Context: an optimization exercise on an open-source flow, tuned for a short achievable clock period and few clock cycles. The choices shown serve that exercise and are no tape-out recipe.
In this exercise RTL edits were held to simulation tests only and were not proved equivalent to the original.
Power figures rest on the tool's default switching activity, not on a simulated workload.

<file path="design/flow/config.mk">
export PLATFORM = sky130hd
export DESIGN_NAME = cpuTop
export DESIGN_NICKNAME = cpuTop
export VERILOG_FILES = /design/flow/design.v
export SDC_FILE = /design/flow/constraint.sdc
export NUM_CORES = 4
export LEC_CHECK = 0
export ABC_CLOCK_PERIOD_IN_PS = 2500
export CAP_MARGIN = 20
export CORE_MARGIN = 2
export CORE_UTILIZATION = 30
export PLACE_DENSITY = 0.45
export SETUP_SLACK_MARGIN = 4
export SLEW_MARGIN = 20
</file>
<file path="design/flow/constraint.sdc">
create_clock -name core_clock -period 7.0 [get_ports {clk}]
set_input_delay 1.4000 -clock core_clock [delete_from_list [all_inputs] [get_ports {clk}]]
set_output_delay 1.4000 -clock core_clock [all_outputs]
set_load 0.01 [all_outputs]
</file>
<file path="design/flow/design.v">
package cpu_pkg;
    typedef logic [32-1:0]     word_t;
    typedef logic [32-1:0] pc_t;
    typedef logic [4:0]               regIdx_t;
    typedef logic [31:0]              instr_t;
    typedef enum logic [2:0] {
        aluAdd,
        aluSub,
        aluAnd,
        aluOr,
        aluSlt
    } aluOp_t;
    typedef logic [1:0] fwdSel_t;
    localparam fwdSel_t fwdReg       = 2'd0;
    localparam fwdSel_t fwdExMem     = 2'd1;
    localparam fwdSel_t fwdMemWbAlu  = 2'd2;
    localparam fwdSel_t fwdMemWbLoad = 2'd3;
    typedef struct packed {
        logic   regWrite;
        logic   memWrite;
        logic   memToReg;
        logic   useImm;
        logic   branch;
        logic   halt;
        aluOp_t aluOp;
    } ctrl_t;
    typedef struct packed {
        logic   valid;
        instr_t instr;
        pc_t    pcNext;
    } ifIdReg_t;
    typedef struct packed {
        logic    valid;
        ctrl_t   ctrl;
        regIdx_t rs;
        regIdx_t rt;
        regIdx_t dest;
        word_t   rsVal;
        word_t   rtVal;
        word_t   imm;
        pc_t     pcNext;
    } idExReg_t;
    typedef struct packed {
        logic    valid;
        ctrl_t   ctrl;
        regIdx_t dest;
        word_t   aluResult;
        word_t   storeData;
    } exMemReg_t;
    typedef struct packed {
        logic    valid;
        logic    regWrite;
        logic    memToReg;
        logic    halt;
        regIdx_t dest;
        word_t   aluResult;
        word_t   loadData;
    } memWbReg_t;
    typedef struct packed {
        logic    valid;
        regIdx_t dest;
        word_t   data;
    } wbPort_t;
    typedef struct packed {
        logic  valid;
        word_t addr;
        word_t data;
    } storePort_t;
endpackage
module cpuTop (
    input  logic        clk,
    input  logic        arstN,
    output logic [31:0] pc,
    input  logic [31:0] instruction,
    output logic        wb_valid,
    output logic [4:0]  wb_dest,
    output logic [31:0] wb_data,
    output logic        st_valid,
    output logic [31:0] st_addr,
    output logic [31:0] st_data,
    output logic        halted
);
    logic [31:0] pcReg;           
    logic        haltedQ;
    logic        bRegWrite, bLoad, bStore, bBranch;
    logic [2:0]  bAluOp;          
    logic [4:0]  bDest;
    logic [31:0] bRsVal, bRtVal, bOpB, bImm, bTgt;
    logic        bFwdA, bFwdRt, bFwdOpB;
    logic        wV;
    logic [4:0]  wDest;
    logic [31:0] wData;
    logic        sV;
    logic [31:0] sAddr, sData;
    logic [31:0] regs [32];
    logic [31:0] dmem [16];
    logic [31:0] opA, rtF, opB, sum, diff, aluOut, result, ldData;
    logic        lt, br;
    logic [3:0]  memIdx;
    assign opA = bFwdA   ? wData : bRsVal;
    assign rtF = bFwdRt  ? wData : bRtVal;
    assign opB = bFwdOpB ? wData : bOpB;
    assign sum  = opA + opB;
    assign diff = opA - opB;
    assign lt   = $signed(opA) < $signed(opB);
    always_comb begin
        case (bAluOp)
            3'd1:    aluOut = diff;
            3'd2:    aluOut = opA & opB;
            3'd3:    aluOut = opA | opB;
            3'd4:    aluOut = {31'd0, lt};
            default: aluOut = sum;
        endcase
    end
    assign memIdx = opA[3:0] + bImm[3:0];
    assign ldData = dmem[memIdx];
    assign result = bLoad ? ldData : aluOut;
    assign br = bBranch && (opA == rtF);
    logic [31:0] pcRegP1, bTgtP1, pcP1;
    assign pcRegP1 = pcReg + 32'd1;
    assign bTgtP1  = bTgt + 32'd1;
    assign pc      = br ? bTgt : pcReg;
    assign pcP1    = br ? bTgtP1 : pcRegP1;
    logic [5:0]  opcode, funct;
    logic [4:0]  rs, rt, rd, dest;
    logic [31:0] imm, rsRead, rtRead, tgtSeq, tgtBr, aTgt;
    logic        aValid, isHalt, isR, isAddi, isLw, isSw, isBeq, isJ, regWrite;
    logic [2:0]  aluOp;
    assign opcode = instruction[31:26];
    assign funct  = instruction[5:0];
    assign rs     = instruction[25:21];
    assign rt     = instruction[20:16];
    assign rd     = instruction[15:11];
    assign imm    = {{16{instruction[15]}}, instruction[15:0]};
    assign aValid = !haltedQ;
    assign isHalt = instruction == 32'hffff_ffff;
    assign isAddi = opcode == 6'h08;
    assign isLw   = opcode == 6'h23;
    assign isSw   = opcode == 6'h2b;
    assign isBeq  = opcode == 6'h04;
    assign isJ    = opcode == 6'h02;
    always_comb begin
        isR   = 1'b0;
        aluOp = 3'd0;
        if (opcode == 6'h00) begin
            isR = 1'b1;
            case (funct)
                6'h20: aluOp = 3'd0;
                6'h22: aluOp = 3'd1;
                6'h24: aluOp = 3'd2;
                6'h25:  aluOp = 3'd3;
                6'h2a: aluOp = 3'd4;
                default:     isR = 1'b0;
            endcase
        end
    end
    assign dest     = isR ? rd : rt;
    assign regWrite = (isR || isAddi || isLw) && (dest != 5'd0);
    assign rsRead = (rs == 5'd0) ? 32'd0 : (wV && wDest == rs) ? wData : regs[rs];
    assign rtRead = (rt == 5'd0) ? 32'd0 : (wV && wDest == rt) ? wData : regs[rt];
    assign tgtSeq = pcRegP1 + imm;
    assign tgtBr  = bTgtP1 + imm;
    assign aTgt   = br ? tgtBr : tgtSeq;
    always_ff @(posedge clk or negedge arstN) begin
        if (!arstN) begin
            pcReg   <= '0;
            haltedQ <= 1'b0;
        end else begin
            pcReg <= isJ ? {pcP1[31:28], 2'b00, instruction[25:0]} : pcP1;
            if (aValid && isHalt) haltedQ <= 1'b1;
        end
    end
    always_ff @(posedge clk or negedge arstN) begin
        if (!arstN) begin
            bRegWrite <= 1'b0;
            bLoad     <= 1'b0;
            bStore    <= 1'b0;
            bBranch   <= 1'b0;
            bAluOp    <= '0;
            bDest     <= '0;
            bRsVal    <= '0;
            bRtVal    <= '0;
            bOpB      <= '0;
            bImm      <= '0;
            bTgt      <= '0;
            bFwdA     <= 1'b0;
            bFwdRt    <= 1'b0;
            bFwdOpB   <= 1'b0;
        end else begin
            bRegWrite <= aValid && regWrite;
            bLoad     <= isLw;
            bStore    <= aValid && isSw;
            bBranch   <= aValid && isBeq;
            bAluOp    <= isR ? aluOp : 3'd0;
            bDest     <= dest;
            bRsVal    <= rsRead;
            bRtVal    <= rtRead;
            bOpB      <= isR ? rtRead : imm;
            bImm      <= imm;
            bTgt      <= aTgt;
            bFwdA     <= bRegWrite && bDest == rs;
            bFwdRt    <= bRegWrite && bDest == rt;
            bFwdOpB   <= isR && bRegWrite && bDest == rt;
        end
    end
    always_ff @(posedge clk or negedge arstN) begin
        if (!arstN) begin
            wV    <= 1'b0;
            wDest <= '0;
            wData <= '0;
            sV    <= 1'b0;
            sAddr <= '0;
            sData <= '0;
        end else begin
            wV    <= bRegWrite;
            wDest <= bDest;
            wData <= result;
            sV    <= bStore;
            sAddr <= sum;
            sData <= rtF;
        end
    end
    always_ff @(posedge clk or negedge arstN) begin
        if (!arstN) begin
            for (int i = 0; i < 32; i++) regs[i] <= '0;
        end else if (wV) begin
            regs[wDest] <= wData;
        end
    end
    always_ff @(posedge clk or negedge arstN) begin
        if (!arstN) begin
            for (int i = 0; i < 16; i++) dmem[i] <= '0;
        end else if (bStore) begin
            dmem[memIdx] <= rtF;
        end
    end
    assign wb_valid = wV;
    assign wb_dest  = wDest;
    assign wb_data  = wData;
    assign st_valid = sV;
    assign st_addr  = sAddr;
    assign st_data  = sData;
    assign halted   = haltedQ;
endmodule
</file>
<file path="design/flow/run.sh">
#!/bin/bash
# synth_recipe.tcl (not shown) runs the flow's synth.tcl, then flattens the netlist and writes it again
# the make line also repeats each setting of config.mk as NAME=value (left out here)
make -C /OpenROAD-flow-scripts/flow DESIGN_CONFIG=/design/flow/config.mk WORK_HOME=/design/flow/orfs CLKGATE_MAP_FILE= SYNTH_SCRIPT=/design/flow/synth_recipe.tcl finish
</file>
==> results of run 1 <==
[what timing repair did]
item                       in CTS  in global routing
pin swaps                     345                309
gates cloned                  114                 23
setup endpoints to repair    1079                810
setup buffers                 584                217
resized for setup            1564                726
[logic make-up after synthesis]
logic type / share of synthesized area (%)
buffers and inverters: 4.014
adder cells (fa/ha/maj): 2.096
multiplexers: 12.77
AND/OR/NAND/NOR: 9.430
flip-flops: 50.74
AO/OA/AOI/OAI: 19.36
XOR/XNOR: 1.579
[synth_stat cells, types with 20 or more instances]
| library cell | n |
|---|---|
| ha_1 | 138 |
| a21o_1 | 26 |
| and3_1 | 31 |
| nor2_1 | 269 |
| dfrtp_1 | 1787 |
| nor4_1 | 42 |
| o21ai_0 | 839 |
| mux2_2 | 882 |
| nand2b_1 | 38 |
| a222oi_1 | 64 |
| a221oi_1 | 270 |
| a21oi_1 | 219 |
| buf_1 | 82 |
| nand4_1 | 185 |
| xnor2_1 | 96 |
| o22ai_1 | 22 |
| mux2i_1 | 102 |
| nand3_1 | 129 |
| nand2_1 | 932 |
| o21bai_1 | 21 |
| clkbuf_1 | 631 |
| nor2b_1 | 20 |
| a22oi_1 | 674 |
| a22o_1 | 196 |
| xor2_1 | 61 |
| nor3_1 | 110 |
| o21a_1 | 22 |
| inv_1 | 171 |
[final timing paths]
| kind | startpoint | end | slack (ns) | cells past startpoint |
|---|---|---|---|---|
| max | bFwdRt | pc[15] | 1.76 | 13 |
| min | arstN | dmem[14][21] | 0.36 | 1 |
| max reg2reg | bFwdRt | bTgt[31] | 1.81 | 25 |
| min reg2reg | bRegWrite | wV | 0.40 | 0 |
| max in group asynchronous | arstN | regs[14][9] | 4.49 | 3 |
| min in group core_clock | bRegWrite | wV | 0.40 | 0 |
[flip-flops by register name, indices dropped and copies added (netlist names), 4 cells and up]
name and flops:
regs 992, bRsVal 32, wDest 5, bOpB 32, bDest 5, bTgt 32, sData 32, bRtVal 32
pcReg 32, bImm 4, sAddr 32, wData 32, dmem 512
[per-layer routing]
layer  wire length (um)  GRT usage, %  share of wire [%]  up-vias
li1                   -             -                  -    32970
met1             202700         43.58                 38    43955
met2             217400         47.87                 41     6708
met3              63130         9.623                 12     2120
met4              44560         22.00                8.4       24
met5                198        0.2244              0.037        -
[area by class of cell]
type / count / area [um2] / share of cell area, %
sequential: 1787 / 44800 / 36.71
antenna: 16 / 40.04 / 0.03281
timing repair inverter: 2 / 10.01 / 0.008203
inverter: 172 / 670.6 / 0.5496
clock buffer: 310 / 6295 / 5.158
clock inverter: 70 / 890.9 / 0.7300
timing repair buffer: 1381 / 16520 / 13.54
multi-input combinational: 5729 / 47920 / 39.27
tap: 3900 / 4880 / 3.999
[stage by stage]
| stage | utilization, % | std cells | cell area, um2 | hold slack [ns] |
|---|---|---|---|---|
| after global routing | 41.84 | 13355 | 122000 | 0.4125 |
| after CTS | 39.98 | 13109 | 116600 | 0.4023 |
| after detailed placement | 33.28 | 12031 | 97040 | 0.3882 |
| after global placement | 33.22 | 12025 | 96850 | 0.3756 |
| final | 41.85 | 13367 | 122000 | 0.3592 |
| after floorplan | - | 8360 | 91490 | 0.3519 |
[cells in the final DEF, fill, tap and decap left out, types with 47 or more instances in the layout]
| master | Yosys | routed |
|---|---|---|
| dfrtp_1 | 1787 | 1745 |
| mux2_2 | 882 | 856 |
| nand2_1 | 932 | 748 |
| buf_4 | 2 | 662 |
| a22oi_1 | 674 | 603 |
| o21ai_0 | 839 | 384 |
| o21ai_1 | 4 | 345 |
| buf_6 | 8 | 248 |
| buf_12 | 0 | 239 |
| clkbuf_16 | 0 | 231 |
| a22o_1 | 196 | 196 |
| nand4_1 | 185 | 185 |
| a221oi_1 | 270 | 185 |
| nor2_1 | 269 | 181 |
| inv_1 | 171 | 154 |
| a21oi_1 | 219 | 152 |
| nand2_2 | 0 | 150 |
| ha_1 | 138 | 109 |
| o21ai_2 | 0 | 107 |
| nand3_1 | 129 | 104 |
| nor2_4 | 0 | 84 |
| a22oi_2 | 0 | 71 |
| a221oi_2 | 0 | 66 |
| a222oi_1 | 64 | 64 |
| xnor2_1 | 96 | 60 |
| clkbuf_8 | 0 | 60 |
| a21oi_2 | 0 | 58 |
| dlygate4sd2_1 | 0 | 57 |
| xor2_1 | 61 | 50 |
| nand2_4 | 0 | 50 |
| mux2i_4 | 4 | 49 |
| nand2_8 | 0 | 49 |
| buf_16 | 0 | 47 |
[power by group through the flow]
stage	clock [mW]	combinational [mW]	sequential [mW]
floorplan	0	1.79	11.2
global placement	0	3.26	11.4
detailed placement	0	3.28	11.3
CTS	11.8	4.13	11.2
global route	12.2	4.81	11.2
finish	11.7	4.64	11.2
[worst reg2reg max path: cells and delay by family, from the launching register on]
| family | cells | cell delay (ns) |
|---|---|---|
| compound gates | 11 | 1.97 |
| buf+inv | 5 | 0.87 |
| simple gates | 5 | 0.85 |
| mux | 1 | 0.33 |
| xor+xnor | 1 | 0.12 |
| flops | 1 | 0.50 |
| fa+ha+maj | 2 | 0.53 |
==> impl_metrics.env, run 1 <==
export IMPL_status="finished clean"
export IMPL_grt_usage_pct=33.39
export IMPL_avgRoutedWirePerCell_um=39.51
export IMPL_postSynthRegisterBits=1787
export IMPL_cts_reportedPaths_clkPinSlew_ns=0.06
export IMPL_nets=9460
export IMPL_remaining_drc_errors=0
export IMPL_syn_num_nets=8536
export IMPL_ys_flop_type="dfrtp_1"
export IMPL_cts_tree="built"
export IMPL_crit_type="reg -> out"
export IMPL_ys_warn_count=3
export IMPL_finalSetupViolations=0
export IMPL_p_sw_share_pct=29.17
export IMPL_timing_setup_tns_ns=0
export IMPL_p_seq_share_pct=40.6
export IMPL_gp_congestion=0.9532
export IMPL_hold_buffers=0
export IMPL_worst_slew_pin_slew_ns=1.246
export IMPL_drv_slew=0
export IMPL_fp_dieW_um=546.0
export IMPL_slowest_delay_ns=0.50
export IMPL_finClkSkew_ns=0.1487
export IMPL_cellLeakagePower_nw=54.25
export IMPL_grt_antenna_before_repair=28
export IMPL_cts_root_buf="clkbuf_16"
export IMPL_ant_nets=0
export IMPL_async_flop_share_pct=100.0
export IMPL_rsz0062_at_grt="true"
export IMPL_insertion_delay_ns=0.96
export IMPL_die_h_um=546.0
export IMPL_yosysTopAreaCellShare_pct=50.74
export IMPL_rows=198
export IMPL_max_clock_freq_mhz=190.7
export IMPL_power_mw=27.58
export IMPL_cap_viol_max_count=0
export IMPL_period_needed_ns=5.244
export IMPL_cp_max_fo=15
export IMPL_p_int_mw=19.54
export IMPL_pre_cts_ws_ns=0.8223
export IMPL_grt_pass1_vias=80985
export IMPL_avgViaCountPerCell=6.417
export IMPL_hold_class="in -> async"
export IMPL_pwr_share_clk_pct=42.5
export IMPL_synth_cell_types=91
export IMPL_area_growth_pct=38.47
export IMPL_syn_inst=8360
export IMPL_grt_ovfl_total=0
export IMPL_synth_edf_count=0
export IMPL_path_common_cell="buf_6"
export IMPL_htreeDepth=4
export IMPL_grt_pass1_wl_um=698100
export IMPL_dieArea_um2=298100
export IMPL_power_switching_mw=8.046
export IMPL_post_route_period_util_pct=74.91
export IMPL_cts_sinks=1787
export IMPL_drt_iter0_drc=14327
export IMPL_ys_seq_area_share_pct=50.74
export IMPL_synth_area_leader_cell="dfrtp_1"
export IMPL_slowest_stage="dfrtp_4"
export IMPL_worstPathArrival_ns=3.84
export IMPL_path_cells="buf_6 -> buf_8 -> nand2_1 -> o31ai_1 -> a311o_1 -> nor4_4 -> nand4_4 -> buf_6 -> buf_6 -> buf_12 -> buf_16 -> mux2_4 -> buf_6"
export IMPL_hold_viol=0
export IMPL_core_area_um2=291600
export IMPL_combPwrFrac_pct=16.8
export IMPL_dr_total_vias=85777
export IMPL_drive_above_1_share_pct=39.06
export IMPL_nFillCells=27415
export IMPL_io_buffers=169
export IMPL_synth_area_leaders="dfrtp_1 51%, mux2_2 11%, a22oi_1 5.7%"
export IMPL_cp_required_ns=5.60
export IMPL_p_per_area_nw_per_um2=226.0
export IMPL_synthesis_area_um2=88130
export IMPL_post_dp_hpwl_um=286800
export IMPL_finalWirelength_um=528100
export IMPL_clk_path_buf_depth=4
export IMPL_relSlewSlack_pct=16.91
export IMPL_ir_worst_vdd_mv=0.1953
export IMPL_cp_start_kind="flop"
export IMPL_crit_path_end_kind="output port"
export IMPL_crit_buf_inv=7
export IMPL_synth_avg_cell_area_um2=10.54
export IMPL_cts_buffers=211
export IMPL_first_pass_iters=12
export IMPL_ios=170
export IMPL_path_delay_family="buffers and inverters"
export IMPL_grt_max_degree=152
export IMPL_initial_core_util_pct=30.22
export IMPL_fin_ws_ns=1.756
Testbench counts, summed over its fixed seeds: cycles 18,031.
==> inputs of run 2 (changes only) <==
--- a/design/flow/design.v
+++ b/design/flow/design.v
@@ -80,7 +80,8 @@
     output logic [31:0] st_data,
     output logic        halted
 );
-    logic [31:0] pcReg;           
+    localparam int NF = 8;
+    logic [31:0] pcReg;
     logic        haltedQ;
     logic        bRegWrite, bLoad, bStore, bBranch;
     logic [2:0]  bAluOp;          
@@ -94,6 +95,10 @@
     logic [31:0] sAddr, sData;
     logic [31:0] regs [32];
     logic [31:0] dmem [16];
+    logic [NF-1:0] fValid;
+    logic [31:0]   fKey [NF];
+    logic [31:0]   fTgt [NF];
+    logic [2:0]    fPtr;            
     logic [31:0] opA, rtF, opB, sum, diff, aluOut, result, ldData;
     logic        lt, br;
     logic [3:0]  memIdx;
@@ -116,15 +121,12 @@
     assign ldData = dmem[memIdx];
     assign result = bLoad ? ldData : aluOut;
     assign br = bBranch && (opA == rtF);
-    logic [31:0] pcRegP1, bTgtP1, pcP1;
-    assign pcRegP1 = pcReg + 32'd1;
-    assign bTgtP1  = bTgt + 32'd1;
-    assign pc      = br ? bTgt : pcReg;
-    assign pcP1    = br ? bTgtP1 : pcRegP1;
     logic [5:0]  opcode, funct;
     logic [4:0]  rs, rt, rd, dest;
-    logic [31:0] imm, rsRead, rtRead, tgtSeq, tgtBr, aTgt;
-    logic        aValid, isHalt, isR, isAddi, isLw, isSw, isBeq, isJ, regWrite;
+    logic [31:0] imm, rsRead, rtRead, pcP1, aTgt, jt;
+    logic        aValid, isHalt, isR, isAddi, isLw, isSw, isBeq, isJ, uncond;
+    logic        regWrite, learn, hit;
+    logic [31:0] hitTgt;
     logic [2:0]  aluOp;
     assign opcode = instruction[31:26];
     assign funct  = instruction[5:0];
@@ -132,13 +134,14 @@
     assign rt     = instruction[20:16];
     assign rd     = instruction[15:11];
     assign imm    = {{16{instruction[15]}}, instruction[15:0]};
-    assign aValid = !haltedQ;
+    assign aValid = !haltedQ && !br;
     assign isHalt = instruction == 32'hffff_ffff;
     assign isAddi = opcode == 6'h08;
     assign isLw   = opcode == 6'h23;
     assign isSw   = opcode == 6'h2b;
     assign isBeq  = opcode == 6'h04;
     assign isJ    = opcode == 6'h02;
+    assign uncond = isBeq && rs == rt;
     always_comb begin
         isR   = 1'b0;
         aluOp = 3'd0;
@@ -158,16 +161,46 @@
     assign regWrite = (isR || isAddi || isLw) && (dest != 5'd0);
     assign rsRead = (rs == 5'd0) ? 32'd0 : (wV && wDest == rs) ? wData : regs[rs];
     assign rtRead = (rt == 5'd0) ? 32'd0 : (wV && wDest == rt) ? wData : regs[rt];
-    assign tgtSeq = pcRegP1 + imm;
-    assign tgtBr  = bTgtP1 + imm;
-    assign aTgt   = br ? tgtBr : tgtSeq;
+    assign pcP1 = pcReg + 32'd1;
+    assign aTgt = pcP1 + imm;
+    assign jt   = {pcP1[31:28], 2'b00, instruction[25:0]};
+    always_comb begin
+        hit    = 1'b0;
+        hitTgt = '0;
+        for (int k = 0; k < NF; k++) begin
+            if (fValid[k] && fKey[k] == pcReg) begin
+                hit    = 1'b1;
+                hitTgt = hitTgt | fTgt[k];
+            end
+        end
+    end
     always_ff @(posedge clk or negedge arstN) begin
         if (!arstN) begin
             pcReg   <= '0;
             haltedQ <= 1'b0;
         end else begin
-            pcReg <= isJ ? {pcP1[31:28], 2'b00, instruction[25:0]} : pcP1;
+            if (br)          pcReg <= bTgt;
+            else if (isJ)    pcReg <= jt;
+            else if (uncond) pcReg <= aTgt;
+            else if (hit)    pcReg <= hitTgt;
+            else             pcReg <= pcP1;
             if (aValid && isHalt) haltedQ <= 1'b1;
+        end
+    end
+    assign learn = aValid && !isHalt && (isBeq ? uncond : !(regWrite || isSw));
+    always_ff @(posedge clk or negedge arstN) begin
+        if (!arstN) begin
+            fValid <= '0;
+            fPtr   <= '0;
+            for (int k = 0; k < NF; k++) begin
+                fKey[k] <= '0;
+                fTgt[k] <= '0;
+            end
+        end else if (learn) begin
+            fValid[fPtr] <= 1'b1;
+            fKey[fPtr]   <= pcReg - 32'd1;
+            fTgt[fPtr]   <= isJ ? jt : isBeq ? aTgt : pcP1;
+            fPtr         <= fPtr + 1'b1;
         end
     end
     always_ff @(posedge clk or negedge arstN) begin
@@ -190,7 +223,7 @@
             bRegWrite <= aValid && regWrite;
             bLoad     <= isLw;
             bStore    <= aValid && isSw;
-            bBranch   <= aValid && isBeq;
+            bBranch   <= aValid && isBeq && !uncond;
             bAluOp    <= isR ? aluOp : 3'd0;
             bDest     <= dest;
             bRsVal    <= rsRead;
@@ -234,6 +267,7 @@
             dmem[memIdx] <= rtF;
         end
     end
+    assign pc       = pcReg;
     assign wb_valid = wV;
     assign wb_dest  = wDest;
     assign wb_data  = wData;
==> design/flow/config.mk (replaced) <==
export PLATFORM = sky130hd
export DESIGN_NAME = cpuTop
export DESIGN_NICKNAME = cpuTop
export VERILOG_FILES = /design/flow/design.v
export SDC_FILE = /design/flow/constraint.sdc
export NUM_CORES = 4
export LEC_CHECK = 0
export ABC_CLOCK_PERIOD_IN_PS = 2000
export CAP_MARGIN = 20
export CORE_MARGIN = 2
export CORE_UTILIZATION = 30
export PLACE_DENSITY = 0.45
export SETUP_SLACK_MARGIN = 3.8
export SLEW_MARGIN = 20
==> run 2 against run 1 <==
Against the previous run: now fails the layout checks on capacitance limit, slew limit; hold slack improved by 0.017 ns; synthesized area rose by 28%; power rose by 74%; non-clock buffer count rose by 668; first-iteration DRC count rose by 30%; count of clock-buffer cells in the layout rose by 73; core utilization rose by 2.2 points; register-to-register slack improved by 1.1 ns; worst setup slack improved by 1.1 ns; critical path type is now reg -> reg; final area rose by 35%; via count rose by 31%.
==> impl_metrics.env, run 2 <==
export IMPL_status="complete, but fails checks"
export IMPL_check_faults="capacitance limit, slew limit"
export IMPL_worst_slew_pin_slew_ns=1.499
export IMPL_gp_congestion=0.9192
export IMPL_nets=12413
export IMPL_dr_total_vias=112204
export IMPL_insertion_delay_ns=0.96
export IMPL_hold_slack_ns=0.3762
export IMPL_syn_inst=10825
export IMPL_finalSetupViolations=0
export IMPL_ys_flop_type="dfrtp_1"
export IMPL_yosysTopAreaCellShare_pct=51.31
export IMPL_max_clock_freq_mhz=243.1
export IMPL_cp_start_kind="flop"
export IMPL_async_flop_share_pct=100.0
export IMPL_synth_avg_cell_area_um2=10.41
export IMPL_clk_path_buf_depth=4
export IMPL_ys_warn_count=5
export IMPL_htreeDepth=5
export IMPL_remaining_drc_errors=0
export IMPL_ir_worst_vdd_mv=0.2072
export IMPL_finalWirelength_um=683900
export IMPL_final_util_pct=44.09
export IMPL_layout_commonest_cell="dfrtp_1"
export IMPL_reg_top3="regs x992, dmem x512"
export IMPL_place_inst=15467
export IMPL_die_h_um=616.8
export IMPL_avgRoutedWirePerCell_um=39.17
export IMPL_cellLeakagePower_nw=72.17
export IMPL_finClkSkew_ns=0.1151
export IMPL_crit_type="reg -> reg"
export IMPL_period_needed_ns=4.113
export IMPL_wl_met2_um=275000
export IMPL_cts_buffers=276
export IMPL_timing_setup_tns_ns=0
export IMPL_hold_class="reg -> reg"
export IMPL_cp_required_ns=7.86
export IMPL_p_per_area_nw_per_um2=290.1
export IMPL_core_area_um2=374700
export IMPL_drv_slew=1
export IMPL_hold_viol=0
export IMPL_synth_area_leaders="dfrtp_1 51%, mux2_2 10%, a22oi_1 5.8%"
export IMPL_synth_edf_count=0
export IMPL_rows=225
export IMPL_synth_cell_types=93
export IMPL_dieArea_um2=380500
export IMPL_hold_buffers=0
export IMPL_grt_antenna_before_repair=43
export IMPL_placed_area_um2=123100
export IMPL_drt_iter0_drc=18660
export IMPL_syn_num_nets=11004
export IMPL_io_buffers=169
export IMPL_post_dp_hpwl_um=343800
export IMPL_largest_register_ffs=992
export IMPL_synthesis_area_um2=112700
export IMPL_grt_ovfl_total=0
export IMPL_cap_viol_max_count=1
export IMPL_grt_pass1_wl_um=871100
export IMPL_synthMostInstantiatedCell="dfrtp_1"
export IMPL_cts_root_buf="clkbuf_16"
export IMPL_cp_max_fo=5
export IMPL_grt_pass1_vias=103717
export IMPL_fin_area_um2=165200
export IMPL_avgViaCountPerCell=6.426
export IMPL_grt_max_degree=159
export IMPL_drive_above_1_share_pct=44.11
export IMPL_ios=170
export IMPL_most_common_layout_cells="2246 x dfrtp_1, 982 x mux2_2, 866 x buf_4"
export IMPL_area_growth_pct=46.65
export IMPL_top_layer="met5"
export IMPL_post_route_period_util_pct=58.75
export IMPL_relSlewSlack_pct=-1.929
export IMPL_cts_sinks=2310
export IMPL_drt_met1_wl_um=254400
export IMPL_instances_no_fill=17462
export IMPL_synth_area_leader_cell="dfrtp_1"
export IMPL_cts_tree="built"
export IMPL_first_pass_iters=13
export IMPL_postSynthRegisterBits=2310
export IMPL_crit_path_end_kind="flop"
export IMPL_fp_dieW_um=616.8
export IMPL_yosys_top_cells_count="2310 x dfrtp_1, 1304 x nand2_1, 1102 x o21ai_0, 1001 x mux2_2, 863 x a22oi_1"
export IMPL_top_register="regs"
export IMPL_grt_usage_pct=32.51
export IMPL_ant_nets=0
export IMPL_cts_reportedPaths_clkPinSlew_ns=0.06
export IMPL_worstPathArrival_ns=4.97
export IMPL_initial_core_util_pct=30.07
export IMPL_rsz0062_at_grt="true"
export IMPL_ys_seq_area_share_pct=51.31
export IMPL_wl_met3_um=93500
## run 2: changes by cell type after synthesis, sizes merged, moves of 60 or more
| cell | before | now |
|---|---|---|
| dfrtp | 1787 | 2310 |
| nand2 | 932 | 1304 |
| o21ai | 843 | 1190 |
| a22oi | 674 | 863 |
| xnor2 | 96 | 275 |
| nor2 | 269 | 418 |
| xor2 | 62 | 191 |
| a21oi | 219 | 341 |
| mux2 | 886 | 1003 |
| clkbuf | 631 | 744 |
| buf | 112 | 210 |
| a221oi | 270 | 178 |
| a22o | 196 | 119 |
| nor4 | 44 | 104 |
## run 2: worst paths after layout
| path | depth (start not counted) | endpoint | slack (ns) | startpoint |
|---|---|---|---|---|
| max in group asynchronous | 3 | regs[9][21] | 4.63 | arstN |
| min in group asynchronous | 1 | fKey[6][8] | 0.44 | arstN |
| worst min register to register | 0 | wV | 0.38 | bRegWrite |
| worst max register to register | 18 | wData[22] | 2.89 | bFwdA |
| worst max-delay path | 18 | wData[22] | 2.89 | bFwdA |
| worst min-delay path | 0 | wV | 0.38 | bRegWrite |
## run 2: critical path: stages, from the launching register on
cell and delay [ns]:
dfrtp_4 0.55, mux2i_4 0.33, inv_2 0.10, ha_4 0.18
fa_2 0.58, buf_12 0.14, buf_6 0.10, buf_6 0.08
buf_8 0.10, nand2_8 0.07, nor3_4 0.36, buf_12 0.18
buf_16 0.13, buf_4 0.18, a22oi_1 0.12, o211ai_1 0.15
nor3_2 0.10, o21ai_4 0.37, and3_4 0.26
## run 2: per-layer routing
layer	GRT usage (%)	vias to the layer above
met5	0.3157	-
met1	42.03	57161
li1	-	42811
met2	45.95	9350
met4	21.39	38
met3	10.96	2844
## run 2: timing repair
item                                    in CTS  in global routing
cloned                                     163                157
setup buffers                              809                353
pin swaps                                  554                566
gates resized for setup                   2295               2009
endpoints found under the setup margin    1486               1240
## run 2: final cells by class
| cell class | instances | area, um2 |
|---|---|---|
| clock inverter | 92 | 1084 |
| fill | 34004 | 209500 |
| multi-input combinational | 7435 | 63970 |
| antenna | 37 | 92.59 |
| tap | 4994 | 6248 |
| inverter | 162 | 638.1 |
| sequential | 2310 | 57950 |
| timing repair buffer | 2049 | 27300 |
| clock buffer | 383 | 7935 |
## run 2: metrics by stage
stage / power, mW / setup slack, ns
finish: 47.94 / 2.887
global route: 49.28 / 2.841
detailed placement: 26.13 / 0.9277
global placement: 25.99 / 0.8523
floorplan: 22.48 / 3.164
CTS: 43.62 / 3.125
## run 2: kinds of logic after synthesis
group	after synthesis	synth area share (%)
adder cells (fa/ha/maj)	148	1.664
AO/OA/AOI/OAI	3135	18.23
XOR/XNOR	467	3.643
flip-flops	2310	51.31
multiplexers	1122	11.09
AND/OR/NAND/NOR	2527	10.16
buffers and inverters	1116	3.902
## run 2: power breakdown
part | internal (mW) | switching, mW | leakage (nW)
sequential | 15.4 | 1.63 | 30.6
combinational | 7.05 | 8.94 | 37.2
clock | 8.60 | 6.35 | 4.44
Testbench counts of run 2, summed over its fixed seeds: cycles 17,449.

[what the ideal ports hide]
The flow's constraints put no driver on any port. The routed layouts listed below were extracted and timed again, unchanged, in two steps. Step 1, drivers: a clkbuf_16 drives clk and a buf_2 each remaining input, both assumed. Step 2 times the ports against the registers' clock, not the clock port: input delays grow and output delays shrink by t, the midpoint of the rising clock arrivals with the driver on. a / b / c = ideal / step 1 / step 2; a / b = the first two.
run	shift t [ns]	setup slack, ns	worst hold slack (ns)	worst slew at a driven data input, ns	pins driven straight from the clock port
run 1	0.981	1.756 / 1.661 / 1.809	0.359 / 0.353 / 0.395	0.14	1
run 2	1.018	2.887 / 2.887 / 2.099	0.376 / 0.376 / 0.376	0.13	1
The setup slack of run 2, which loses most, moves by 0.000 ns with the drivers and by -0.788 ns with both steps.
